This design comes from an exercise in tuning for small area and a short achievable clock period on the open sky130 flow, not from production work. No run shown here included a check of the RTL's function; only the layout flow was run. Power is estimated from default activity; no workload was simulated.

File: flow/design.v
module gs_aoi222 (
    input  logic a0, b0, a1, b1, a2, b2,
    output logic y
);
    assign y = ~((a0 & b0) | (a1 & b1) | (a2 & b2));
endmodule
module gs_nand4 (
    input  logic a, b, c, d,
    output logic y
);
    assign y = ~(a & b & c & d);
endmodule
module gs_nor2 (
    input  logic a, b,
    output logic y
);
    assign y = ~(a | b);
endmodule
module gs_read_bit (
    input  logic [191:0] sel,
    input  logic [191:0] d,
    output logic         y_n
);
    logic [63:0] l1;
    logic [15:0] l2;
    logic [7:0]  l3;
    logic [1:0]  l4;
    for (genvar i = 0; i < 64; i++) begin : g_l1
        gs_aoi222 u (.a0(sel[3*i]), .b0(d[3*i]), .a1(sel[3*i+1]), .b1(d[3*i+1]),
                     .a2(sel[3*i+2]), .b2(d[3*i+2]), .y(l1[i]));
    end
    for (genvar i = 0; i < 16; i++) begin : g_l2
        gs_nand4 u (.a(l1[4*i]), .b(l1[4*i+1]), .c(l1[4*i+2]), .d(l1[4*i+3]), .y(l2[i]));
    end
    for (genvar i = 0; i < 8; i++) begin : g_l3
        gs_nor2 u (.a(l2[2*i]), .b(l2[2*i+1]), .y(l3[i]));
    end
    for (genvar i = 0; i < 2; i++) begin : g_l4
        gs_nand4 u (.a(l3[4*i]), .b(l3[4*i+1]), .c(l3[4*i+2]), .d(l3[4*i+3]), .y(l4[i]));
    end
    gs_nor2 u_l5 (.a(l4[0]), .b(l4[1]), .y(y_n));
endmodule
module gs_rd_ptr_next #(
    parameter int Groups = 12
) (
    input  logic              load,       
    input  logic              step,       
    input  logic              new_bank,   
    input  logic [Groups-1:0] grp_q,
    input  logic [7:0]        sub0_q,
    input  logic [7:0]        sub1_q,
    output logic [Groups-1:0] grp_d,
    output logic [7:0]        sub0_d,
    output logic [7:0]        sub1_d
);
    localparam int NxtStart = 8 * Groups - 2;
    logic wrap;
    always_comb begin
        wrap = sub0_q[0] | sub1_q[0];
        if (load) begin
            grp_d  = Groups'(1) << (NxtStart / 8);
            sub0_d = new_bank ? 8'h00 : 8'(1) << (NxtStart % 8);
            sub1_d = new_bank ? 8'(1) << (NxtStart % 8) : 8'h00;
        end else if (step) begin
            grp_d  = wrap ? grp_q >> 1 : grp_q;
            sub0_d = {sub0_q[0], sub0_q[7:1]};
            sub1_d = {sub1_q[0], sub1_q[7:1]};
        end else begin
            grp_d  = grp_q;
            sub0_d = sub0_q;
            sub1_d = sub1_q;
        end
    end
endmodule
module tlc5955_gs_buffer #(
    parameter int DaisyChain = 2,
    parameter int AddrWidth  = 7
) (
    input  logic                 clk,
    input  logic                 reset,
    input  logic                 wr_en,
    input  logic [AddrWidth-1:0] wr_addr,
    input  logic [15:0]          wr_data,
    input  logic                 swap,
    output logic                 swap_pending,
    output logic                 front_bank,
    output logic                 spi_transfer,
    input  logic                 spi_busy,
    input  logic                 next_data,
    output logic [15:0]          data_out,
    output logic                 underrun
);
    localparam int Words  = 48 * DaisyChain;    
    localparam int Groups = Words / 8;
    localparam logic [AddrWidth-1:0] LastAddr = AddrWidth'(Words - 1);
    localparam int NxtStart = Words - 2;    
    typedef enum logic [1:0] {IDLE, ARM, STREAM} state_t;
    state_t      state_q;
    state_t      state_d;
    logic        start;
    logic        active;
    logic        drained;
    logic        pop;
    logic        last_pop;
    logic        at_zero;            
    logic [Groups-1:0] grp_q;        
    logic [7:0]        sub_q [2];    
    logic [15:0] ram [2][Words];
    logic [15:0] wr_grp;
    logic [7:0]  wr_sub [2];
    logic        fb_int;             
    logic [2*Words-1:0] rd_sel;      
    logic [15:0] nxt_word_n;        
    logic [Groups-1:0] grp_d;
    logic [7:0]        sub_d [2];
    logic [15:0] top_word;
    always_comb begin
        state_d = state_q;
        start   = 1'b0;
        unique case (state_q)
            IDLE: begin
                if (swap_pending || swap) begin
                    start   = 1'b1;
                    state_d = ARM;
                end
            end
            ARM: begin
                if (spi_busy) state_d = STREAM;
            end
            STREAM: begin
                if (!spi_busy) state_d = IDLE;
            end
            default: state_d = IDLE;
        endcase
    end
    always_comb begin
        active   = (state_q != IDLE);
        pop      = next_data && active && !drained;
        last_pop = pop && at_zero;
        for (int w = 0; w < Words; w++) begin
            rd_sel[2*w]   = grp_q[w/8] & sub_q[0][w%8];
            rd_sel[2*w+1] = grp_q[w/8] & sub_q[1][w%8];
        end
        top_word = fb_int ? ram[1][Words-1] : ram[0][Words-1];
    end
    for (genvar j = 0; j < 16; j++) begin : g_rd
        logic [2*Words-1:0] d;
        for (genvar w = 0; w < Words; w++) begin : g_w
            assign d[2*w]   = ram[0][w][j];
            assign d[2*w+1] = ram[1][w][j];
        end
        gs_read_bit u_bit (.sel(rd_sel), .d(d), .y_n(nxt_word_n[j]));
    end
    always_comb begin
        for (int g = 0; g < 16; g++) wr_grp[g] = wr_en && (wr_addr[6:3] == 4'(g));
        for (int s = 0; s < 8; s++) begin
            wr_sub[0][s] = fb_int && (wr_addr[2:0] == 3'(s));
            wr_sub[1][s] = !fb_int && (wr_addr[2:0] == 3'(s));
        end
    end
    for (genvar b = 0; b < 2; b++) begin : g_bank
        for (genvar w = 0; w < Words; w++) begin : g_word
            always_ff @(posedge clk) begin
                if (wr_grp[w/8] && wr_sub[b][w%8]) ram[b][w] <= wr_data;
            end
        end
    end
    gs_rd_ptr_next #(.Groups(Groups)) u_ptr_next (
        .load(start), .step(pop && !at_zero), .new_bank(!fb_int),
        .grp_q(grp_q), .sub0_q(sub_q[0]), .sub1_q(sub_q[1]),
        .grp_d(grp_d), .sub0_d(sub_d[0]), .sub1_d(sub_d[1])
    );
    always_ff @(posedge clk) begin
        grp_q    <= grp_d;
        sub_q[0] <= sub_d[0];
        sub_q[1] <= sub_d[1];
        if (start) begin
            at_zero  <= 1'b0;
            drained  <= 1'b0;
        end else if (pop) begin
            if (at_zero) drained <= 1'b1;
            else         at_zero <= grp_q[0] && (sub_q[0][0] || sub_q[1][0]);
        end
    end
    always_ff @(posedge clk) begin
        if (reset) begin
            state_q      <= IDLE;
            front_bank   <= 1'b0;
            fb_int       <= 1'b0;
            swap_pending <= 1'b0;
            spi_transfer <= 1'b0;
            underrun     <= 1'b0;
            data_out     <= '0;
        end else begin
            state_q      <= state_d;
            spi_transfer <= start;
            if (start) begin
                front_bank   <= ~front_bank;
                fb_int       <= ~fb_int;
                swap_pending <= 1'b0;
            end else if (swap) begin
                swap_pending <= 1'b1;
            end
            if (next_data && (!active || drained)) underrun <= 1'b1;
            if (!active || drained || last_pop) data_out <= '0;
            else if (pop)                       data_out <= ~nxt_word_n;
            else if (spi_transfer)              data_out <= top_word;
        end
    end
endmodule
File: flow/run.sh
#!/bin/bash
# synth_recipe.tcl (not shown) runs the flow's synth.tcl, then flattens the netlist and writes it again
# the make line also repeats each setting of config.mk as NAME=value (left out here)
make -C /OpenROAD-flow-scripts/flow DESIGN_CONFIG=/design/flow/config.mk WORK_HOME=/design/flow/orfs CLKGATE_MAP_FILE= SYNTH_SCRIPT=/design/flow/synth_recipe.tcl finish
File: flow/config.mk
export PLATFORM = sky130hd
export DESIGN_NAME = tlc5955_gs_buffer
export DESIGN_NICKNAME = tlc5955_gs_buffer
export VERILOG_FILES = /design/flow/design.v
export SDC_FILE = /design/flow/constraint.sdc
export NUM_CORES = 4
export LEC_CHECK = 0
export CAP_MARGIN = 20
export CORE_MARGIN = 2
export CORE_UTILIZATION = 40
export CTS_CLUSTER_DIAMETER = 80
export CTS_CLUSTER_SIZE = 24
export SETUP_SLACK_MARGIN = 2.8
export SLEW_MARGIN = 20
export SYNTH_HIERARCHICAL = 1
export SYNTH_MINIMUM_KEEP_SIZE = 0
File: flow/constraint.sdc
create_clock -name core_clock -period 5.2 [get_ports {clk}]
set_input_delay 1.0400 -clock core_clock [delete_from_list [all_inputs] [get_ports {clk}]]
set_output_delay 1.0400 -clock core_clock [all_outputs]
set_load 0.01 [all_outputs]
==> reports/qor.txt, run 1 <==
run status - complete, no violations
Main synth FF type - edfxtp_1
post-synthesis cell type count - 37
Max Fclk - 0.313 GHz
Clock Sinks - 3125
Core ar. - 273000 µm²
CP Launch Type - flip-flop
TritonCTS Buffers - 154
Avg WL per Cell - 35.0 µm
worst min path class - reg -> reg
CTS Hold Bufs - 0
Worst Path Arrival - 3.90 ns
EDFF count, synth - 3072
Worst-Margin Slew - 1.14 ns
syn nets - 5273
initial core utilization - 0.401
worst path required time - 5.90 ns
initial antenna violation count - 16
Initial DRC Count - 14200
Compound-Gate Fraction of Synth Area - 0.0961
area post-placement - 117000 µm²
Worst-Skew Late Latency - 0.86 ns
Reg clk slew, reported paths - 0.10 ns
FF+latch count, synth - 3125
Layout Utilization - 0.462
period utilisation layout - 0.615
post-synthesis adder-cell area fraction - 0
RSZ-0062 raised after global routing - yes
Die Area - 278000 µm²
TritonCTS clock tree - built
Clock Path Buffers - 3
Pleak - 38.0 nW
cell area after layout - 126000 µm²
multiplexer share of the synthesized area - 0.00398
number of port buffers - 48
dpl cells - 8968
Slew headroom - 0.238
number of fill cells - 22500
pwr dens - 338 nW/µm²
Area Overhead vs Synth - 15.2%
GPL Wtd Cong - 0.926
Max Fanout on Critical Path - 13
syn avg cell area - 20.9 µm²
Synth Cell Area - 110000 µm²
number of nets in the layout - 5865
worst slack at placement - 0.896 ns
fin cells - 9492
FF-to-FF End - data_out[0]
Final Max Slew Viols - 0
worst hold margin - 0.484 ns
r2r worst-path depth - 9
FFs w/ async S/R, synth - 0
end point of the critical path - data_out[0]
worst reg-to-reg setup slack - 2.00 ns
first-pass GRT wire length - 455 mm
Synth Area in Simple Gates - 0.0444
Core Rows - 192
Setup crit end kind - flip-flop
critical path type - reg -> reg
DRC Markers - 0
launch point of the worst path - sub_q[0][2]
share of layout cells above drive strength 1 - 0.193
Ys Warns - 15
Vias - 62400
total wire length - 333 mm
largest net degree at the start of global routing - 149
Via density - 6.57
Final Skew - 0.0472 ns
reg2reg start - sub_q[0][2]
Post-Synth XOR/XNOR Area - 0.000240
Detailed Routing Iterations Pass 1 - 13
synthesized instance count - 5244
Max-Cap Viols - 0
largest family of logic cells by synthesized area - compound AO/OA/AOI/OAI gates
Die W - 527 µm
DP HPWL - 200 mm
post-route antenna net violation count - 0
Die Ht - 527 µm
number of global-route vias before repair - 58100
Final Hold Viols - 0
GR Overflow Total - 0
TNS Setup - 0 ns
Tmin final - 3.20 ns
final setup margin - 2.00 ns
worst vdd ir - 0.000356 V
I/O Pins - 49
Power, Total - 42.7 mW
Seq/Total Area, Yosys - 0.852
root buf cell - clkbuf_16
endpoints failing setup - 0
Tot GR Track Use - 0.231
H-tree Lvls - 4
-- final cells by class --
cell class / instances / area, µm² / area share
sequential: 3125 / 93500 / 0.741
multi-input combinational: 2055 / 17900 / 0.142
timing repair buffer: 499 / 5880 / 0.0466
tap: 3589 / 4490 / 0.0356
clock buffer: 194 / 4120 / 0.0327
clock inverter: 21 / 315 / 0.00250
antenna: 8 / 20.0 / 0.000159
inverter: 1 / 3.75 / 0.0000298
-- cell families after synthesis --
family / after synthesis
XOR/XNOR: 3
AND/OR/NAND/NOR: 935
AO/OA/AOI/OAI: 1064
multiplexers: 43
flip-flops: 3125
buffers and inverters: 74
-- power breakdown --
| part | switching, mW | internal, mW | leakage [nW] |
|---|---|---|---|
| combinational | 1.19 | 0.364 | 7.78 |
| sequential | 0.0439 | 27.7 | 28.1 |
| clock | 7.68 | 5.75 | 2.14 |
| total | 8.91 | 33.8 | 38.0 |
-- modules after synthesis (local to each module, per instance), excerpt --
| module | cells | copies in the design | area [µm²] |
|---|---|---|---|
| gs_nand4 | 1 | 288 | 6.26 |
| tlc5955_gs_buffer | 3724 | 1 | 96400 |
| gs_aoi222 | 1 | 1024 | 10.0 |
| gs_nor2 | 1 | 144 | 3.75 |
-- cells in the mapped netlist, types with 3 or more instances --
cell | n | area, µm²
clkbuf_1 | 48 | 180
a21oi_1 | 17 | 85.1
a222oi_1 | 1024 | 10200
buf_6 | 4 | 45.0
and2_1 | 192 | 1200
o211ai_1 | 16 | 120
buf_2 | 18 | 90.1
nand3_1 | 9 | 45.0
edfxtp_1 | 3072 | 92200
dfxtp_1 | 53 | 1060
nor2_1 | 364 | 1370
nor2b_1 | 5 | 31.3
nand2b_1 | 28 | 175
nand4_1 | 289 | 1810
mux2i_1 | 42 | 420
nand2_1 | 36 | 135
xnor2_1 | 3 | 26.3
-- sequential cells by signal, indices dropped and copies added (netlist names) --
| name | count |
|---|---|
| ram | 3072 |
| data_out | 16 |
| sub_q | 16 |
| grp_q | 12 |
| state_q | 2 |
| at_zero | 1 |
| drained | 1 |
| fb_int | 1 |
| front_bank | 1 |
| spi_transfer | 1 |
| swap_pending | 1 |
| underrun | 1 |
-- critical path, cell delays in order, from the launching register on --
cell	delay, ns
dfxtp_4	0.37
buf_6	0.16
and2_4	0.21
a222oi_1	0.68
nand4_1	0.36
nor2_4	0.32
nand4_1	0.44
nor2_1	0.26
nand2b_4	0.16
a21oi_1	0.06
-- worst min path at each step --
stage	slack (ns)	depth (start not counted)	startpoint	endpoint
detailed placement	0.46	2	drained	drained
CTS	0.49	2	drained	drained
global placement	0.45	2	drained	drained
floorplan	0.44	2	drained	drained
finish	0.48	2	drained	drained
global route	0.51	2	drained	drained
-- placed cells by master (no fill, tap or decap), types with 4 or more instances in the layout --
cell type / instances
edfxtp_1: 3072
a222oi_1: 1024
nand4_1: 289
buf_4: 285
nor2_4: 181
clkbuf_16: 159
nor2_1: 145
buf_12: 142
and2_4: 111
and2_2: 60
mux2i_1: 42
nor2_2: 38
dfxtp_4: 37
buf_6: 36
clkbuf_1: 34
and2_1: 32
nand2_1: 30
nand2b_1: 25
clkbuf_8: 17
o211ai_1: 16
a21oi_1: 16
clkdlybuf4s50_1: 11
dfxtp_2: 10
diode_2: 8
dfxtp_1: 6
nand3_2: 4
nor2b_2: 4
inv_6: 4
inv_12: 4
-- what timing repair did --
action	4_1_cts	5_1_grt
gates cloned	14	1
pin swaps	336	147
setup buffers	224	62
endpoints found under the setup margin	2792	1127
resized for setup	621	53
-- per-layer routing --
layer / vias to the layer above / wire (µm) / GRT usage
met5: - / 68 / 0
met4: 5 / 12900 / 0.0829
met3: 476 / 39200 / 0.0436
met2: 4185 / 155000 / 0.361
met1: 32700 / 126000 / 0.325
li1: 25000 / - / -
==> inputs of run 2 (changes only) <==
--- a/flow/config.mk
+++ b/flow/config.mk
@@ -9,3 +9,3 @@
 export CORE_MARGIN = 2
-export CORE_UTILIZATION = 40
+export CORE_UTILIZATION = 55
 export CTS_CLUSTER_DIAMETER = 80
==> reports/qor.txt, run 2 <==
FF-to-FF End - data_out[5]
GPL Wtd Cong - 0.929 (+0.32%)
min-delay src - drained
number of port buffers - 48 (unchanged)
Tmin final - 3.15 ns (-0.0491 ns)
EDFF count, synth - 3072 (unchanged)
synthesized instance count - 5244 (unchanged)
TritonCTS Buffers - 151 (-1.9%)
Clock Path Buffers - 3 (unchanged)
post-synthesis cell type count - 37 (unchanged)
Avg WL per Cell - 38.4 µm (+9.7%)
worst reg-to-reg setup slack - 2.05 ns (+0.05 ns)
Die W - 450 µm (-15%)
number of global-route vias before repair - 57200 (-1.4%)
I/O Pins - 49 (unchanged)
Core ar. - 198000 µm² (-28%)
CP Launch Type - flip-flop
Slew headroom - 0.239 (+0.000795)
post-route antenna net violation count - 0 (unchanged)
fin cells - 8502 (-10%)
Worst-Skew Late Latency - 0.84 ns (-0.02 ns)
most common cell after layout, fill and taps aside - edfxtp_1
Top Registers - ram: 3072 flops, data_out: 16 flops, sub_q: 16 flops
register area - 93500 µm² (about the same)
worst path required time - 5.89 ns (about the same)
Worst Path Arrival - 3.83 ns (-0.07 ns)
area occupied by multi-input gates - 18000 µm² (+0.48%)
Pleak - 37.7 nW (-0.76%)
critical path type - reg -> reg
initial core utilization - 0.554 (+0.153)
Die Area - 203000 µm² (-27%)
Synth Cell Area - 110000 µm² (unchanged)
worst hold path stage count - 2 (unchanged)
FFs w/ async S/R, synth - 0 (unchanged)
Tot GR Track Use - 0.315 (+0.0837)
DP HPWL - 198 mm (-0.81%)
Seq/Total Area, Yosys - 0.852 (unchanged)
H-tree Lvls - 4 (unchanged)
reg2reg start - grp_q[5]
Via density - 7.29 (+11%)
Initial DRC Count - 14100 (-0.78%)
leading area contributor after synthesis - edfxtp_1
Area Overhead vs Synth - 13.7%
TNS Setup - 0 ns (unchanged)
endpoints failing setup - 0 (unchanged)
dpl cells - 8020 (-11%)
Final Skew - 0.0353 ns (-0.0119 ns)
syn avg cell area - 20.9 µm² (unchanged)
Detailed Routing Iterations Pass 1 - 11 (-2)
Core Rows - 163 (-15%)
number of fill cells - 13500 (-40%)
area fraction of the dominant cell type after synthesis - 0.842 (unchanged)
commonest cells after routing, fill and taps aside - edfxtp_1 (3072), a222oi_1 (1024), nand4_1 (289)
Main synth FF type - edfxtp_1
worst min path class - reg -> reg
pwr dens - 341 nW/µm² (+0.70%)
period utilisation layout - 0.606 (-0.00945)
TritonCTS clock tree - built
ranking of synthesized cells by area - edfxtp_1 (84%), a222oi_1 (9.4%), nand4_1 (1.7%)
max FFs per register - 3072 (unchanged)
top-count cell post-synth - edfxtp_1
Max Fanout on Critical Path - 9 (-4)
Die Ht - 450 µm (-15%)
Top reg by flops - ram
number of nets in the layout - 5821 (-0.75%)
Final Max Slew Viols - 0 (unchanged)
RSZ-0062 raised after global routing - yes
syn nets - 5273 (unchanged)
Ys Warns - 15 (unchanged)
run status - complete, no violations
DRC Markers - 0 (unchanged)
Vias - 61900 (-0.69%)
Worst-Margin Slew - 1.14 ns (-0.00119 ns)
largest net degree at the start of global routing - 116 (-22%)
root buf cell - clkbuf_16
share of layout cells above drive strength 1 - 0.187 (-0.00522)
Max-Cap Viols - 0 (unchanged)
Reg clk slew, reported paths - 0.09 ns (about the same)
Max Fclk - 0.318 GHz (+1.6%)
first-pass GRT wire length - 447 mm (-1.8%)
Clock Sinks - 3125 (unchanged)
initial antenna violation count - 14 (-2)
GR Overflow Total - 0 (unchanged)
hold endpoint - drained
Post-synth top cells - edfxtp_1 (3072), a222oi_1 (1024), nor2_1 (364), nand4_1 (289), and2_1 (192)
FF+latch count, synth - 3125 (unchanged)
total wire length - 327 mm (-1.8%)
Setup crit end kind - flip-flop
CTS Hold Bufs - 0 (unchanged)
worst vdd ir - 0.000377 V (+5.8%)
Final Hold Viols - 0 (unchanged)
r2r worst-path depth - 10 (+1)
[run 2: cell types whose count changed in the layout (fill, tap and decap cells not counted), moves of 5 or more]
| cell | previous run | this run |
|---|---|---|
| buf_4 | 285 | 248 |
| and2_4 | 111 | 89 |
| nor2_1 | 145 | 124 |
| and2_1 | 32 | 52 |
| nor2_2 | 38 | 54 |
| buf_12 | 142 | 137 |
| clkinv_2 | 1 | 6 |
| nand2_1 | 30 | 25 |
| nor2_4 | 181 | 186 |
[run 2: Yosys stat by module, one instance, submodules excluded, a selection]
module / flops+latches / cells / cell area, µm² / copies in the design
gs_aoi222: 0 / 1 / 10.0 / 1024
gs_nand4: 0 / 1 / 6.26 / 288
tlc5955_gs_buffer: 3125 / 3724 / 96400 / 1
gs_nor2: 0 / 1 / 3.75 / 144
[run 2: where the power goes]
group | internal [mW] | switching [mW] | total, mW | leakage [nW]
clock | 5.74 | 7.49 | 13.2 | 2.08
sequential | 27.7 | 0.0758 | 27.7 | 28.1
combinational | 0.334 | 1.12 | 1.45 | 7.55
[run 2: per-layer routing]
layer	wire, µm	vias up	global-route usage
met5	0	-	0
met4	11500	0	0.101
met3	41100	405	0.0655
met2	148000	4182	0.469
met1	126000	32500	0.472
li1	-	24900	-
[run 2: critical path: stages (launching register included)]
cell      delay (ns)
dfxtp_4         0.42
buf_6           0.16
buf_4           0.19
and2_4          0.18
a222oi_1        0.66
nand4_1         0.37
nor2_4          0.26
nand4_1         0.37
nor2_1          0.19
nand2b_1        0.11
a21oi_1         0.06
[run 2: area by class of cell]
cell class | instances | area share
clock inverters | 21 | 0.00222
inverters | 1 | 0.0000301
clock buffers | 191 | 0.0322
flip-flops and latches | 3125 | 0.751
well taps | 2640 | 0.0265
repair buffers | 458 | 0.0440
diodes | 11 | 0.000221
multi-input cells | 2055 | 0.144
[run 2: repair_timing]
action                                   CTS  global route
setup buffers                            159            87
gates resized for setup                  565           104
endpoints found under the setup margin  2939          1324
pin swaps                                267           133
gates cloned                               5             7
[run 2: logic make-up (layout without fill, tap and decap cells)]
family	Yosys count	count (layout)	share of synthesized area
buf+inv	74	671	0.00319
flops	3125	3125	0.852
other cells	0	11	0
mux	43	43	0.00398
xor+xnor	3	3	0.000240
compound gates	1064	1064	0.0961
simple gates	935	945	0.0444
[run 2: worst max path at each step]
stage,start,to,cells after the start
after floorplan,wr_addr[0],ram[101][0],4
after global placement,wr_addr[1],ram[121][12],5
after detailed placement,wr_addr[1],ram[27][12],5
after CTS,grp_q[3],data_out[1],10
after global routing,sub_q[1][4],data_out[3],11
final,grp_q[5],data_out[5],10
[run 2: stage by stage]
stage	worst slack [ns]	power [mW]	utilization	cell area (µm²)	hold WS [ns]
6_report	2.05	42.4	0.630	125000	0.482
5_1_grt	2.11	43.4	0.630	124000	0.513
4_1_cts	2.17	42.5	0.623	123000	0.488
3_5_place_dp	0.978	29.6	0.584	115000	0.466
3_3_place_gp	0.977	29.6	0.584	115000	0.462
2_1_floorplan	2.54	28.6	-	111000	0.438
==> inputs of run 3 (changes only) <==
--- a/flow/design.v
+++ b/flow/design.v
@@ -42,31 +42,15 @@
 endmodule
-module gs_rd_ptr_next #(
-    parameter int Groups = 12
+module gs_rd_sel_next #(
+    parameter int Words = 96
 ) (
-    input  logic              load,       
-    input  logic              step,       
-    input  logic              new_bank,   
-    input  logic [Groups-1:0] grp_q,
-    input  logic [7:0]        sub0_q,
-    input  logic [7:0]        sub1_q,
-    output logic [Groups-1:0] grp_d,
-    output logic [7:0]        sub0_d,
-    output logic [7:0]        sub1_d
+    input  logic             load,       
+    input  logic             step,       
+    input  logic [Words-1:0] sel_q,
+    output logic [Words-1:0] sel_d
 );
-    localparam int NxtStart = 8 * Groups - 2;
-    logic wrap;
     always_comb begin
-        wrap = sub0_q[0] | sub1_q[0];
-        if (load) begin
-            grp_d  = Groups'(1) << (NxtStart / 8);
-            sub0_d = new_bank ? 8'h00 : 8'(1) << (NxtStart % 8);
-            sub1_d = new_bank ? 8'(1) << (NxtStart % 8) : 8'h00;
-        end else if (step) begin
-            grp_d  = wrap ? grp_q >> 1 : grp_q;
-            sub0_d = {sub0_q[0], sub0_q[7:1]};
-            sub1_d = {sub1_q[0], sub1_q[7:1]};
-        end else begin
-            grp_d  = grp_q;
-            sub0_d = sub0_q;
-            sub1_d = sub1_q;
+        for (int i = 0; i < Words; i++) begin
+            if (load)      sel_d[i] = (i == Words - 2);
+            else if (step) sel_d[i] = (i + 1 < Words) ? sel_q[i+1] : 1'b0;
+            else           sel_d[i] = sel_q[i];
         end
@@ -93,5 +77,3 @@
     localparam int Words  = 48 * DaisyChain;    
-    localparam int Groups = Words / 8;
     localparam logic [AddrWidth-1:0] LastAddr = AddrWidth'(Words - 1);
-    localparam int NxtStart = Words - 2;    
     typedef enum logic [1:0] {IDLE, ARM, STREAM} state_t;
@@ -105,4 +87,6 @@
     logic        at_zero;            
-    logic [Groups-1:0] grp_q;        
-    logic [7:0]        sub_q [2];    
+    logic [Words-1:0]   rd_sel_q;    
+    logic [Words-1:0]   rd_sel_d;
+    logic [2*Words-1:0] rd_sel;      
+    logic        pulse;              
     logic [15:0] ram [2][Words];
@@ -111,6 +95,3 @@
     logic        fb_int;             
-    logic [2*Words-1:0] rd_sel;      
     logic [15:0] nxt_word_n;        
-    logic [Groups-1:0] grp_d;
-    logic [7:0]        sub_d [2];
     logic [15:0] top_word;
@@ -140,4 +121,4 @@
         for (int w = 0; w < Words; w++) begin
-            rd_sel[2*w]   = grp_q[w/8] & sub_q[0][w%8];
-            rd_sel[2*w+1] = grp_q[w/8] & sub_q[1][w%8];
+            rd_sel[2*w]   = rd_sel_q[w] & !fb_int;
+            rd_sel[2*w+1] = rd_sel_q[w] &  fb_int;
         end
@@ -167,11 +148,9 @@
     end
-    gs_rd_ptr_next #(.Groups(Groups)) u_ptr_next (
-        .load(start), .step(pop && !at_zero), .new_bank(!fb_int),
-        .grp_q(grp_q), .sub0_q(sub_q[0]), .sub1_q(sub_q[1]),
-        .grp_d(grp_d), .sub0_d(sub_d[0]), .sub1_d(sub_d[1])
+    gs_rd_sel_next #(.Words(Words)) u_sel_next (
+        .load(start), .step(pop && !at_zero),
+        .sel_q(rd_sel_q), .sel_d(rd_sel_d)
     );
     always_ff @(posedge clk) begin
-        grp_q    <= grp_d;
-        sub_q[0] <= sub_d[0];
-        sub_q[1] <= sub_d[1];
+        rd_sel_q <= rd_sel_d;
+        pulse    <= start;
         if (start) begin
@@ -181,3 +160,3 @@
             if (at_zero) drained <= 1'b1;
-            else         at_zero <= grp_q[0] && (sub_q[0][0] || sub_q[1][0]);
+            else         at_zero <= rd_sel_q[0];
         end
@@ -206,3 +185,3 @@
             else if (pop)                       data_out <= ~nxt_word_n;
-            else if (spi_transfer)              data_out <= top_word;
+            else if (pulse)                     data_out <= top_word;
         end
==> reports/qor.txt, run 3 <==
run status - complete, no violations
cell area after layout - 128000 µm² (+2.5%)
end point of the critical path - data_out[7]
Most common cell on crit path - nand4_1
reg2reg start - fb_int
Via density - 7.08 (-2.9%)
share of layout cells above drive strength 1 - 0.169 (-0.0188)
Setup crit end kind - flip-flop
Reg clk slew, reported paths - 0.10 ns (about the same)
Die W - 455 µm (+1.1%)
RSZ-0062 raised after global routing - yes
critical path type - reg -> reg
Worst-Skew Late Latency - 0.85 ns (about the same)
Synth Cell Area - 112000 µm² (+2.2%)
area post-placement - 118000 µm² (+2.3%)
number of nets in the layout - 6078 (+4.4%)
DP HPWL - 191 mm (-3.7%)
ranking of synthesized cells by area - edfxtp_1 (82%), a222oi_1 (9.2%), dfxtp_1 (2.2%)
Tmin final - 3.40 ns (+0.248 ns)
Avg WL per Cell - 36.3 µm (-5.5%)
Max-Cap Viols - 0 (unchanged)
EDFF count, synth - 3072 (unchanged)
GR Overflow Total - 0 (unchanged)
worst-path cell chain - buf_12 -> buf_16 -> and2_4 -> a222oi_1 -> nand4_1 -> nor2_2 -> nand4_1 -> nor2_1 -> nand2b_1 -> a21oi_2
Ys Warns - 10 (-5)
Top Registers - ram: 3072 flops, rd_sel_q: 96 flops, data_out: 16 flops
top-count cell post-synth - edfxtp_1
CTS Hold Bufs - 0 (unchanged)
syn avg cell area - 20.5 µm² (-1.8%)
worst slack at placement - 0.789 ns (-0.190 ns)
worst path required time - 5.89 ns (about the same)
TritonCTS clock tree - built
Clock Path Buffers - 3 (unchanged)
Initial DRC Count - 13200 (-5.8%)
TritonCTS Buffers - 153 (+1.3%)
largest net degree at the start of global routing - 128 (+10%)
number of global-route vias before repair - 58100 (+1.5%)
Main synth FF type - edfxtp_1
I/O Pins - 49 (unchanged)
worst hold margin - 0.464 ns (-0.0184 ns)
worst min path class - reg -> reg
total wire length - 322 mm (-1.6%)
initial core utilization - 0.553 (-0.000651)
Final Hold Viols - 0 (unchanged)
FF+latch count, synth - 3194 (+2.2%)
most common cell after layout, fill and taps aside - edfxtp_1
Vias - 62600 (+1.1%)
Seq/Total Area, Yosys - 0.847 (-0.00560)
Max Fanout on Critical Path - 9 (unchanged)
initial antenna violation count - 12 (-2)
Worst path max stage delay - 0.87 ns (+0.21 ns)
Top reg by flops - ram
first-pass GRT wire length - 443 mm (-0.90%)
Core Rows - 165 (+1.2%)
Worst-Margin Slew - 1.24 ns (+0.0943 ns)
DRC Markers - 0 (unchanged)
endpoints failing setup - 0 (unchanged)
leading area contributor after synthesis - edfxtp_1
Worst path slowest cell - a222oi_1
FFs w/ async S/R, synth - 0 (unchanged)
post-route antenna net violation count - 0 (unchanged)
syn nets - 5482 (+4.0%)
H-tree Lvls - 4 (unchanged)
synthesized instance count - 5453 (+4.0%)
commonest cells after routing, fill and taps aside - edfxtp_1 (3072), a222oi_1 (1024), nand4_1 (289)
Detailed Routing Iterations Pass 1 - 10 (-1)
root buf cell - clkbuf_16
post-synthesis cell type count - 32 (-14%)
Max Fclk - 0.294 GHz (-7.3%)
pwr dens - 342 nW/µm² (+0.50%)
max FFs per register - 3072 (unchanged)
Die Area - 207000 µm² (+2.1%)
FF-to-FF End - data_out[7]
worst reg-to-reg setup slack - 1.80 ns (-0.25 ns)
Final Skew - 0.0404 ns (+0.00511 ns)
r2r worst-path depth - 10 (unchanged)
TNS Setup - 0 ns (unchanged)
area fraction of the dominant cell type after synthesis - 0.825 (-0.0177)
Core ar. - 202000 µm² (+2.3%)
Worst Path Arrival - 4.09 ns (+0.26 ns)
Tot GR Track Use - 0.305 (-0.0107)
number of port buffers - 48 (unchanged)
launch point of the worst path - fb_int
Final Max Slew Viols - 0 (unchanged)
Die Ht - 455 µm (+1.1%)
Post-synth top cells - edfxtp_1 (3072), a222oi_1 (1024), nor2_1 (443), nand4_1 (289), dfxtp_1 (122)
Slew headroom - 0.176 (-0.0629)
worst vdd ir - 0.000342 V (-9.2%)
Area Overhead vs Synth - 14.1%
Clock Sinks - 3194 (+2.2%)
final setup margin - 1.80 ns (-0.248 ns)
GPL Wtd Cong - 0.895 (-3.6%)
Pleak - 38.9 nW (+3.1%)
CP Launch Type - flip-flop
period utilisation layout - 0.653 (+0.0478)
==> run 3: changes by cell type after synthesis, sizes merged, moves of 2 or more <==
cell,delta
mux2i,+68
nor2b,+98
nor2,+79
dfxtp,+69
nand2b,-12
buf,+9
and2,-96
o21ai,-2
==> run 3: final cells by class <==
type,count,area (µm²)
Sequential cell,3194,94800
Fill cell,14000,74500
Multi-Input combinational cell,2185,18700
Timing Repair Buffer,515,6250
Clock buffer,266,4440
Tap cell,2672,3340
Clock inverter,18,148
Antenna cell,3,7.51
==> run 3: report_power, final <==
part           internal, mW  leakage [nW]  switching [mW]  total, mW
Sequential             28.2          28.6          0.0548       28.2
Combinational         0.469          8.05            1.28       1.75
Clock                  5.92          2.20            7.77       13.7
Total                  34.6          38.9            9.11       43.7
==> run 3: cells by family (layout without fill, tap and decap cells) <==
logic type / after synthesis / count (layout) / share of synthesized area
buffers and inverters: 82 / 799 / 0.00406
other: 0 / 3 / 0
muxes: 110 / 110 / 0.00984
AOI/OAI and AO/OA: 1061 / 1061 / 0.0938
and+or+nand+nor: 1003 / 1011 / 0.0455
DFF: 3194 / 3194 / 0.847
xor gates and xnor gates: 3 / 3 / 0.000235
==> run 3: timing repair <==
item | 4_1_cts | 5_1_grt
pin swaps | 273 | 113
gates resized for setup | 395 | 83
endpoints found under the setup margin | 3191 | 1470
gates cloned | 11 | 11
buffers inserted | 204 | 45
==> run 3: worst min path at each step <==
stage          startpoint        to  slack (ns)  cells past startpoint
3_5_place_dp     underrun  underrun        0.46                      2
3_3_place_gp     underrun  underrun        0.45                      2
4_1_cts          underrun  underrun        0.47                      2
2_1_floorplan     drained   drained        0.44                      2
5_1_grt          underrun  underrun        0.51                      2
6_report         underrun  underrun        0.46                      2
==> run 3: critical path, delay by kind of cell (launching register included) <==
kind            cells  cell delay, ns
simple gates        6            1.52
compound gates      2            0.92
flops               1            0.42
buf+inv             2            0.35
==> run 3: layer usage <==
layer / vias up / routed length (µm) / global-route usage
li1: 25700 / - / -
met1: 32800 / 127000 / 0.462
met2: 3776 / 151000 / 0.470
met3: 339 / 35600 / 0.0458
met4: 4 / 8220 / 0.0758
met5: - / 20 / 0
==> run 3: through the flow <==
stage               power (mW)  std cells  utilization
floorplan                 29.3       5453            -
global placement          30.1       8294        0.584
detailed placement        30.2       8295        0.584
CTS                       43.7       8794        0.627
global route              44.7       8851        0.631
finish                    43.7       8853        0.631
==> run 3: modules after synthesis (local to each module, per instance), excerpt <==
| module | cells | flip-flops and latches | cell area [µm²] |
|---|---|---|---|
| gs_aoi222 | 1 | 0 | 10.0 |
| gs_nand4 | 1 | 0 | 6.26 |
| tlc5955_gs_buffer | 3784 | 3194 | 97800 |
| gs_nor2 | 1 | 0 | 3.75 |
==> inputs of run 4 (changes only) <==
--- a/flow/design.v
+++ b/flow/design.v
@@ -45,11 +45,12 @@
 ) (
-    input  logic             load,       
-    input  logic             step,       
-    input  logic [Words-1:0] sel_q,
-    output logic [Words-1:0] sel_d
+    input  logic               load,       
+    input  logic               step,       
+    input  logic               new_bank,   
+    input  logic [2*Words-1:0] sel_q,
+    output logic [2*Words-1:0] sel_d
 );
     always_comb begin
-        for (int i = 0; i < Words; i++) begin
-            if (load)      sel_d[i] = (i == Words - 2);
-            else if (step) sel_d[i] = (i + 1 < Words) ? sel_q[i+1] : 1'b0;
+        for (int i = 0; i < 2 * Words; i++) begin
+            if (load)      sel_d[i] = (i == 2 * (Words - 2) + int'(new_bank));
+            else if (step) sel_d[i] = (i + 2 < 2 * Words) ? sel_q[i+2] : 1'b0;
             else           sel_d[i] = sel_q[i];
@@ -87,5 +88,4 @@
     logic        at_zero;            
-    logic [Words-1:0]   rd_sel_q;    
-    logic [Words-1:0]   rd_sel_d;
-    logic [2*Words-1:0] rd_sel;      
+    logic [2*Words-1:0] rd_sel_q;    
+    logic [2*Words-1:0] rd_sel_d;
     logic        pulse;              
@@ -120,6 +120,2 @@
         last_pop = pop && at_zero;
-        for (int w = 0; w < Words; w++) begin
-            rd_sel[2*w]   = rd_sel_q[w] & !fb_int;
-            rd_sel[2*w+1] = rd_sel_q[w] &  fb_int;
-        end
         top_word = fb_int ? ram[1][Words-1] : ram[0][Words-1];
@@ -132,3 +128,3 @@
         end
-        gs_read_bit u_bit (.sel(rd_sel), .d(d), .y_n(nxt_word_n[j]));
+        gs_read_bit u_bit (.sel(rd_sel_q), .d(d), .y_n(nxt_word_n[j]));
     end
@@ -149,3 +145,3 @@
     gs_rd_sel_next #(.Words(Words)) u_sel_next (
-        .load(start), .step(pop && !at_zero),
+        .load(start), .step(pop && !at_zero), .new_bank(!fb_int),
         .sel_q(rd_sel_q), .sel_d(rd_sel_d)
@@ -160,3 +156,3 @@
             if (at_zero) drained <= 1'b1;
-            else         at_zero <= rd_sel_q[0];
+            else         at_zero <= rd_sel_q[0] || rd_sel_q[1];
         end
==> reports/qor.txt, run 4 <==
post-route antenna net violation count - 0 (unchanged)
period utilisation layout - 0.579 (-0.0747)
run status - complete, no violations
Avg WL per Cell - 35.7 µm (-1.6%)
Core Rows - 167 (+1.2%)
worst min path class - reg -> reg
GPL Wtd Cong - 0.903 (+0.93%)
largest net degree at the start of global routing - 98 (-23%)
multiplexer share of the synthesized area - 0.0181 (+0.00823)
initial core utilization - 0.552 (-0.00100)
Layout Utilization - 0.621 (-0.0103)
FF-to-FF End - data_out[12]
top-count cell post-synth - edfxtp_1
worst reg-to-reg setup slack - 2.19 ns (+0.39 ns)
initial antenna violation count - 9 (-3)
number of fill cells - 14400 (+3.1%)
Die Ht - 460 µm (+1.0%)
Final Max Slew Viols - 0 (unchanged)
Via density - 7.06 (-0.24%)
worst path required time - 5.92 ns (+0.03 ns)
synthesized instance count - 5553 (+1.8%)
CP Launch Type - flip-flop
Worst-Margin Slew - 1.06 ns (-0.172 ns)
DP HPWL - 187 mm (-2.1%)
Die W - 460 µm (+1.0%)
Setup crit end kind - flip-flop
Vias - 62500 (-0.18%)
TNS Setup - 0 ns (unchanged)
RSZ-0062 raised after global routing - yes
end point of the critical path - data_out[12]
r2r worst-path depth - 7 (-3)
ranking of synthesized cells by area - edfxtp_1 (81%), a222oi_1 (9.0%), dfxtp_1 (3.8%)
FF+latch count, synth - 3290 (+3.0%)
Area Overhead vs Synth - 12.4%
worst vdd ir - 0.000368 V (+7.7%)
Top reg by flops - ram
I/O Pins - 49 (unchanged)
Seq/Total Area, Yosys - 0.846 (about the same)
commonest cells after routing, fill and taps aside - edfxtp_1 (3072), a222oi_1 (1024), nor2_1 (306)
Detailed Routing Iterations Pass 1 - 14 (+4)
Ys Warns - 10 (unchanged)
Max-Cap Viols - 0 (unchanged)
number of port buffers - 48 (unchanged)
Final Hold Viols - 0 (unchanged)
Synth Area in Simple Gates - 0.0369 (-0.00859)
Top Registers - ram: 3072 flops, rd_sel_q: 192 flops, data_out: 16 flops
Power, Total - 44.6 mW (+2.2%)
max FFs per register - 3072 (unchanged)
Final Skew - 0.0454 ns (+0.00494 ns)
Max Fanout on Critical Path - 1 (-8)
launch point of the worst path - ram[136][12]
Synth Cell Area - 114000 µm² (+2.1%)
total wire length - 317 mm (-1.5%)
area fraction of the dominant cell type after synthesis - 0.808 (-0.0166)
leading area contributor after synthesis - edfxtp_1
CTS Hold Bufs - 0 (unchanged)
post-synthesis cell type count - 33 (+3.1%)
dpl cells - 8373 (+0.94%)
endpoints failing setup - 0 (unchanged)
TritonCTS clock tree - built
Core ar. - 207000 µm² (+2.2%)
TritonCTS Buffers - 158 (+3.3%)
H-tree Lvls - 4 (unchanged)
Worst-Skew Late Latency - 0.87 ns (+0.02 ns)
share of layout cells above drive strength 1 - 0.150 (-0.0187)
critical path type - reg -> reg
FFs w/ async S/R, synth - 0 (unchanged)
Compound-Gate Fraction of Synth Area - 0.0921 (-0.00176)
area post-placement - 120000 µm² (+1.4%)
syn avg cell area - 20.6 µm² (+0.22%)
reg2reg start - ram[136][12]
Main synth FF type - edfxtp_1
fin cells - 8859 (+0.068%)
number of nets in the layout - 6044 (-0.56%)
Tot GR Track Use - 0.294 (-0.0104)
cell area after layout - 128000 µm² (+0.58%)
Pleak - 38.7 nW (-0.33%)
root buf cell - clkbuf_16
EDFF count, synth - 3072 (unchanged)
Post-Synth XOR/XNOR Area - 0.000230 (-0.00000474)
Worst Path Arrival - 3.73 ns (-0.36 ns)
GR Overflow Total - 0 (unchanged)
Max Fclk - 0.332 GHz (+13%)
Slew headroom - 0.290 (+0.114)
syn nets - 5582 (+1.8%)
Reg clk slew, reported paths - 0.09 ns (about the same)
Clock Path Buffers - 3 (unchanged)
Die Area - 211000 µm² (+2.0%)
Initial DRC Count - 12700 (-4.3%)
DRC Markers - 0 (unchanged)
Clock Sinks - 3290 (+3.0%)
first-pass GRT wire length - 438 mm (-1.1%)
Post-synth top cells - edfxtp_1 (3072), a222oi_1 (1024), nor2_1 (536), nand4_1 (289), dfxtp_1 (218)
post-synthesis adder-cell area fraction - 0 (unchanged)
Tmin final - 3.01 ns (-0.388 ns)
number of global-route vias before repair - 58000 (-0.096%)
most common cell after layout, fill and taps aside - edfxtp_1
pwr dens - 348 nW/µm² (+1.6%)
largest family of logic cells by synthesized area - compound AO/OA/AOI/OAI gates
-- run 4: what timing repair did --
item                        CTS  global route
hold endpoints to repair      0             0
gates cloned                  1             1
pin swaps                   228           104
buffers inserted            125            59
gates resized for setup     358            53
setup endpoints to repair  2968          1591
-- run 4: modules after synthesis, one instance, submodules excluded, excerpt --
module / cells / flip-flops and latches / cell area (µm²)
gs_nand4: 1 / 0 / 6.26
gs_aoi222: 1 / 0 / 10.0
gs_nor2: 1 / 0 / 3.75
tlc5955_gs_buffer: 3671 / 3290 / 98400
-- run 4: stage by stage --
step           worst slack [ns]  hold slack (ns)
6_report                   2.19            0.479
5_1_grt                    2.32            0.509
4_1_cts                    2.35            0.466
3_5_place_dp               1.15            0.453
3_3_place_gp               1.26            0.445
2_1_floorplan              2.55            0.445
-- run 4: critical path: stages, from the launching register on --
cell and delay [ns]:
edfxtp_1 0.38, a222oi_1 0.64, nand4_1 0.52, nor2_4 0.30, nand4_1 0.49, nor2_4 0.32
nand2b_4 0.16, a21oi_2 0.05
-- run 4: power breakdown --
group          switching [mW]  total (mW)  internal, mW
clock                    7.91        14.3          6.35
sequential             0.0805        29.0          28.9
combinational            1.07        1.39         0.319
-- run 4: kinds of logic (layout without fill, tap and decap cells) --
kind of cell	count (synthesis)	in the layout
flip-flops	3290	3290
AO/OA/AOI/OAI	1067	1067
buffers and inverters	86	681
multiplexers	206	206
other	0	7
AND/OR/NAND/NOR	901	901
XOR/XNOR	3	3
-- run 4: how the worst min path moves through the flow --
stage / cells past startpoint / startpoint / to
finish: 2 / underrun / underrun
detailed placement: 2 / underrun / underrun
floorplan: 2 / drained / drained
CTS: 2 / underrun / underrun
global placement: 2 / underrun / underrun
global route: 2 / underrun / underrun
-- run 4: layout make-up --
| class | count | area (µm²) | area share |
|---|---|---|---|
| sequential | 3290 | 96800 | 0.754 |
| tap | 2704 | 3380 | 0.0264 |
| antenna | 7 | 17.5 | 0.000136 |
| clock buffer | 276 | 4700 | 0.0366 |
| timing repair buffer | 384 | 4750 | 0.0370 |
| clock inverter | 17 | 199 | 0.00155 |
| inverter | 4 | 41.3 | 0.000322 |
| multi-input combinational | 2177 | 18500 | 0.144 |
-- run 4: per-layer routing --
metal,routed length (µm),track usage,vias up
met1,125000,0.444,32700
met5,49,0,-
met2,149000,0.453,3652
met4,9080,0.0827,8
li1,-,-,25900
met3,33400,0.0423,356
==> inputs of run 5 (changes only) <==
--- a/flow/config.mk
+++ b/flow/config.mk
@@ -9,5 +9,6 @@
 export CORE_MARGIN = 2
-export CORE_UTILIZATION = 55
+export CORE_UTILIZATION = 75
 export CTS_CLUSTER_DIAMETER = 80
 export CTS_CLUSTER_SIZE = 24
+export PLACE_DENSITY = 0.9
 export SETUP_SLACK_MARGIN = 2.8
==> reports/qor.txt, run 5 <==
initial core utilization - 0.753 (+0.201)
Post-synth top cells - edfxtp_1 (3072), a222oi_1 (1024), nor2_1 (536), nand4_1 (289), dfxtp_1 (218)
Post-Synth XOR/XNOR Area - 0.000230 (unchanged)
root buf cell - clkbuf_16
Clock Path Buffers - 3 (unchanged)
number of port buffers - 48 (unchanged)
largest net degree at the start of global routing - 136
post-synthesis cell type count - 33 (unchanged)
GR Overflow Total - 159
post-synthesis adder-cell area fraction - 0 (unchanged)
Die Ht - 394 µm (-14%)
FF+latch count, synth - 3290 (unchanged)
TritonCTS Buffers - 155 (-1.9%)
Die W - 394 µm (-14%)
Synth Area in Simple Gates - 0.0369 (unchanged)
EDFF count, synth - 3072 (unchanged)
synthesized instance count - 5553 (unchanged)
Seq/Total Area, Yosys - 0.846 (unchanged)
DP HPWL - 185 mm (-0.86%)
multiplexer share of the synthesized area - 0.0181 (unchanged)
Compound-Gate Fraction of Synth Area - 0.0921 (unchanged)
FFs w/ async S/R, synth - 0 (unchanged)
Synth Cell Area - 114000 µm² (unchanged)
top-count cell post-synth - edfxtp_1
I/O Pins - 49 (unchanged)
initial antenna violation count - 69
GPL Wtd Cong - 0.983 (+8.8%)
Fail Step - global routing (5_1_grt)
largest family of logic cells by synthesized area - compound AO/OA/AOI/OAI gates
syn avg cell area - 20.6 µm² (unchanged)
Clock Sinks - 3290 (unchanged)
run status - stopped before the end
Core Rows - 143 (-14%)
Ys Warns - 10 (unchanged)
worst ep type - register data pin
CTS Hold Bufs - 0 (unchanged)
Tot GR Track Use - 0.787
Run Error - [ERROR GRT-0232] Routing congestion too high. Check the congestion heatmap in the GUI.
leading area contributor after synthesis - edfxtp_1
H-tree Lvls - 4 (unchanged)
Main synth FF type - edfxtp_1
Crit. endpoint post-GRT repair - data_out[2]$_SDFFE_PP0P_/D
area fraction of the dominant cell type after synthesis - 0.808 (unchanged)
ranking of synthesized cells by area - edfxtp_1 (81%), a222oi_1 (9.0%), dfxtp_1 (3.8%)
syn nets - 5582 (unchanged)
-- run 5: cell counts after synthesis --
Identical to the previous run, type by type.
-- run 5: routing by layer --
layer | overflow | track usage
met5 | 0 | 0.541
met4 | 67 | 0.744
met3 | 4 | 0.746
met2 | 87 | 0.885
met1 | 1 | 0.765
-- run 5: logic make-up after synthesis --
logic type,Yosys count
DFF,3290
AOI/OAI and AO/OA,1067
and+or+nand+nor,901
muxes,206
buffers and inverters,86
xor gates and xnor gates,3
-- run 5: worst max-delay path by stage --
stage | start | to | slack [ns] | cells past startpoint
floorplan | wr_addr[0] | ram[103][0] | 2.55 | 4
global placement | wr_addr[5] | ram[146][4] | 1.13 | 6
detailed placement | wr_addr[0] | ram[14][6] | 0.99 | 5
CTS | ram[51][8] | data_out[8] | 2.38 | 7
-- run 5: power by group through the flow --
stage	Combinational (mW)	Sequential, mW	Clock (mW)
global placement	1.24	29.6	0
floorplan	0.482	29.6	0
CTS	1.44	29.0	13.9
detailed placement	1.31	29.6	0
-- run 5: timing repair --
item,in CTS
buffers inserted,227
resized for setup,511
endpoints found under the hold margin,0
pin swaps,319
gates cloned,3
endpoints found under the setup margin,3166
-- run 5: Yosys stat by module (local to each module, per instance), excerpt --
module,cells,cell area (µm²)
gs_aoi222,1,10.0
tlc5955_gs_buffer,3671,98400
gs_nor2,1,3.75
gs_nand4,1,6.26
-- run 5: per-stage QoR --
stage | worst slack [ns] | instance area, µm² | power, mW | instances | hold slack, ns
floorplan | 2.55 | 115000 | 30.1 | 5553 | 0.445
global placement | 1.13 | 119000 | 30.8 | 7665 | 0.436
detailed placement | 0.990 | 119000 | 30.9 | 7665 | 0.451
CTS | 2.38 | 127000 | 44.3 | 8185 | 0.483
==> inputs of run 6 (changes only) <==
--- a/flow/config.mk
+++ b/flow/config.mk
@@ -9,6 +9,6 @@
 export CORE_MARGIN = 2
-export CORE_UTILIZATION = 75
+export CORE_UTILIZATION = 65
 export CTS_CLUSTER_DIAMETER = 80
 export CTS_CLUSTER_SIZE = 24
-export PLACE_DENSITY = 0.9
+export PLACE_DENSITY = 0.75
 export SETUP_SLACK_MARGIN = 2.8
==> reports/qor.txt, run 6 <==
run status - complete, no violations
Worst Path Arrival - 3.68 ns
Final Skew - 0.0301 ns
TritonCTS clock tree - built
Slew headroom - 0.239
ranking of synthesized cells by area - edfxtp_1 (81%), a222oi_1 (9.0%), dfxtp_1 (3.8%)
Tmin final - 2.99 ns
I/O Pins - 49 (unchanged)
Max-Cap Viols - 0
Max Fanout on Critical Path - 12
Power Internal - 35.3 mW
Max Fclk - 0.335 GHz
TritonCTS Buffers - 158 (+1.9%)
pwr dens - 346 nW/µm²
Avg WL per Cell - 35.9 µm
Reg power frac - 0.655
Clock Sinks - 3290 (unchanged)
Compound-Gate Fraction of Synth Area - 0.0921 (unchanged)
sw frac - 0.202
Final Max Slew Viols - 0
initial core utilization - 0.655 (-0.0980)
top-count cell post-synth - edfxtp_1
Die W - 423 µm (+7.3%)
Synth Cell Area - 114000 µm² (unchanged)
Clk pwr share - 0.315
worst reg-to-reg setup slack - 2.21 ns
FFs w/ async S/R, synth - 0 (unchanged)
Core ar. - 174000 µm²
Final Hold Viols - 0
Via density - 7.56
most common cell after layout, fill and taps aside - edfxtp_1
worst vdd ir - 0.000386 V
area post-placement - 119000 µm² (+0.33%)
number of port buffers - 48 (unchanged)
share of layout cells above drive strength 1 - 0.151
Die Ht - 423 µm (+7.3%)
Top reg by flops - ram
Clock Path Buffers - 3 (unchanged)
number of global-route vias before repair - 59600
post-synthesis cell type count - 33 (unchanged)
post-route antenna net violation count - 0
multiplexer share of the synthesized area - 0.0181 (unchanged)
Initial DRC Count - 15900
root buf cell - clkbuf_16
worst min path class - reg -> reg
Area Overhead vs Synth - 12.1%
largest family of logic cells by synthesized area - compound AO/OA/AOI/OAI gates
Worst-Margin Slew - 1.14 ns
synthesized instance count - 5553 (unchanged)
TNS Setup - 0 ns
endpoints failing setup - 0
Vias - 64100
H-tree Lvls - 4 (unchanged)
largest net degree at the start of global routing - 125
Reg clk slew, reported paths - 0.09 ns
Top Registers - ram: 3072 flops, rd_sel_q: 192 flops, data_out: 16 flops
Pleak - 38.7 nW
Tot GR Track Use - 0.333
Detailed Routing Iterations Pass 1 - 12
period utilisation layout - 0.574
EDFF count, synth - 3072 (unchanged)
leading area contributor after synthesis - edfxtp_1
area fraction of the dominant cell type after synthesis - 0.808 (unchanged)
CTS Hold Bufs - 0 (unchanged)
post-synthesis adder-cell area fraction - 0 (unchanged)
FF+latch count, synth - 3290 (unchanged)
Ys Warns - 10 (unchanged)
worst path required time - 5.89 ns
worst slack at placement - 0.774 ns (-0.216 ns)
critical path type - reg -> reg
combinational power share - 0.030
RSZ-0062 raised after global routing - yes
Synth Area in Simple Gates - 0.0369 (unchanged)
Worst-Skew Late Latency - 0.85 ns
Power, Total - 44.3 mW
Seq/Total Area, Yosys - 0.846 (unchanged)
Core Rows - 153 (+7.0%)
worst hold path stage count - 2
Setup crit end kind - flip-flop
total wire length - 305 mm
syn nets - 5582 (unchanged)
commonest cells after routing, fill and taps aside - edfxtp_1 (3072), a222oi_1 (1024), nor2_1 (297)
syn avg cell area - 20.6 µm² (unchanged)
final setup margin - 2.21 ns
worst hold margin - 0.461 ns
DP HPWL - 175 mm (-5.6%)
first-pass GRT wire length - 425 mm
cell area after layout - 128000 µm²
r2r worst-path depth - 7
max FFs per register - 3072
initial antenna violation count - 13
GR Overflow Total - 0
CP Launch Type - flip-flop
Post-Synth XOR/XNOR Area - 0.000230 (unchanged)
DRC Markers - 0
number of nets in the layout - 6051
sw power - 8.94 mW
Die Area - 179000 µm²
GPL Wtd Cong - 0.936 (-4.8%)
Main synth FF type - edfxtp_1
Post-synth top cells - edfxtp_1 (3072), a222oi_1 (1024), nor2_1 (536), nand4_1 (289), dfxtp_1 (218)
## run 6: cell counts after synthesis
Identical to the previous run, type by type.
## run 6: through the flow
step | cells | util
3_3_place_gp | 7964 | 0.683
5_1_grt | 8480 | 0.735
4_1_cts | 8409 | 0.728
6_report | 8482 | 0.735
3_5_place_dp | 7964 | 0.683
2_1_floorplan | 5553 | -
## run 6: power by group through the flow
stage,sequential (mW),clock (mW),combinational (mW)
6_report,29.0,13.9,1.35
3_5_place_dp,29.6,0,1.24
2_1_floorplan,29.6,0,0.482
5_1_grt,29.0,14.8,1.38
4_1_cts,29.0,14.0,1.29
3_3_place_gp,29.6,0,1.21
## run 6: Yosys stat by module, one instance, submodules excluded, a selection
module / cells / flops+latches / area (µm²) / copies in the design
gs_aoi222: 1 / 0 / 10.0 / 1024
gs_nand4: 1 / 0 / 6.26 / 288
tlc5955_gs_buffer: 3671 / 3290 / 98400 / 1
gs_nor2: 1 / 0 / 3.75 / 144
## run 6: final timing paths
path / from / end
max: rd_sel_q[72] / data_out[9]
min: underrun / underrun
max reg2reg: rd_sel_q[72] / data_out[9]
min reg2reg: underrun / underrun
## run 6: kinds of logic after synthesis
| family | count (synthesis) |
|---|---|
| DFF | 3290 |
| AOI/OAI and AO/OA | 1067 |
| and+or+nand+nor | 901 |
| muxes | 206 |
| buffers and inverters | 86 |
| xor gates and xnor gates | 3 |
## run 6: layer usage
layer  global-route usage  routed length [µm]  share of wire  up-vias
met5                    0                  48        0.00016        -
met2                0.507              142000           0.47     5287
met3               0.0772               43100           0.14      620
li1                     -                   -              -    25800
met1                0.473              105000           0.34    32300
met4                0.135               15000          0.049        6
## run 6: layout make-up
type                            count  area (µm²)
Inverter                            4        41.3
Antenna cell                        4        10.0
Fill cell                        9710       46200
Multi-Input combinational cell   2177       18500
Tap cell                         2325        2910
Clock inverter                     16         198
Sequential cell                  3290       96800
Timing Repair Buffer              391        4960
Clock buffer                      275        4540
## run 6: critical path, cell delays in order, from the launching register on
cell and delay (ns):
dfxtp_4 0.41, a222oi_1 0.66, nand4_1 0.47, nor2_4 0.30, nand4_1 0.38, nor2_2 0.36
nand2b_1 0.17, a21oi_1 0.08
## run 6: repair_timing
action,CTS,global route
resized for setup,390,59
endpoints found under the hold margin,0,0
endpoints found under the setup margin,3023,1573
setup buffers,153,65
cloned,1,3
pin swaps,256,105

-- separate check: timing with driven ports --
The flow's constraints put no driver on any port. The routed layouts listed below were extracted and timed again, unchanged, in two steps.
Step 1 assumes that a clkbuf_16 drives the clock port and a buf_2 every other input.
Step 2 times the ports against the registers' clock, not the clock port: input delays grow and output delays shrink by t, the midpoint of the rising clock arrivals with the driver on.
Slacks: ideal ports / drivers / drivers and shift; pairs: ideal ports / drivers.
run | t (ns) | setup slack, ns | hold WS [ns] | clock arrival spread, ns | slew at the worst register clock pin (ns)
run 1 | 0.936 | 2.002 / 2.002 / 1.814 | 0.484 / 0.484 / 0.484 | 0.065 / 0.066 | 0.10 / 0.10
run 2 | 0.915 | 2.051 / 2.051 / 1.787 | 0.482 / 0.482 / 0.482 | 0.045 / 0.045 | 0.10 / 0.10
run 3 | 0.917 | 1.803 / 1.803 / 1.803 | 0.464 / 0.464 / 0.464 | 0.051 / 0.051 | 0.10 / 0.10
run 4 | 0.929 | 2.191 / 2.191 / 1.829 | 0.479 / 0.479 / 0.479 | 0.046 / 0.046 | 0.10 / 0.10
run 6 | 0.924 | 2.214 / 2.214 / 1.892 | 0.461 / 0.461 / 0.461 | 0.046 / 0.046 | 0.10 / 0.10
After both steps every run listed still meets setup and hold. For run 4, which loses most, drivers alone change the setup slack by 0.000 ns; drivers and shift together by -0.362 ns.
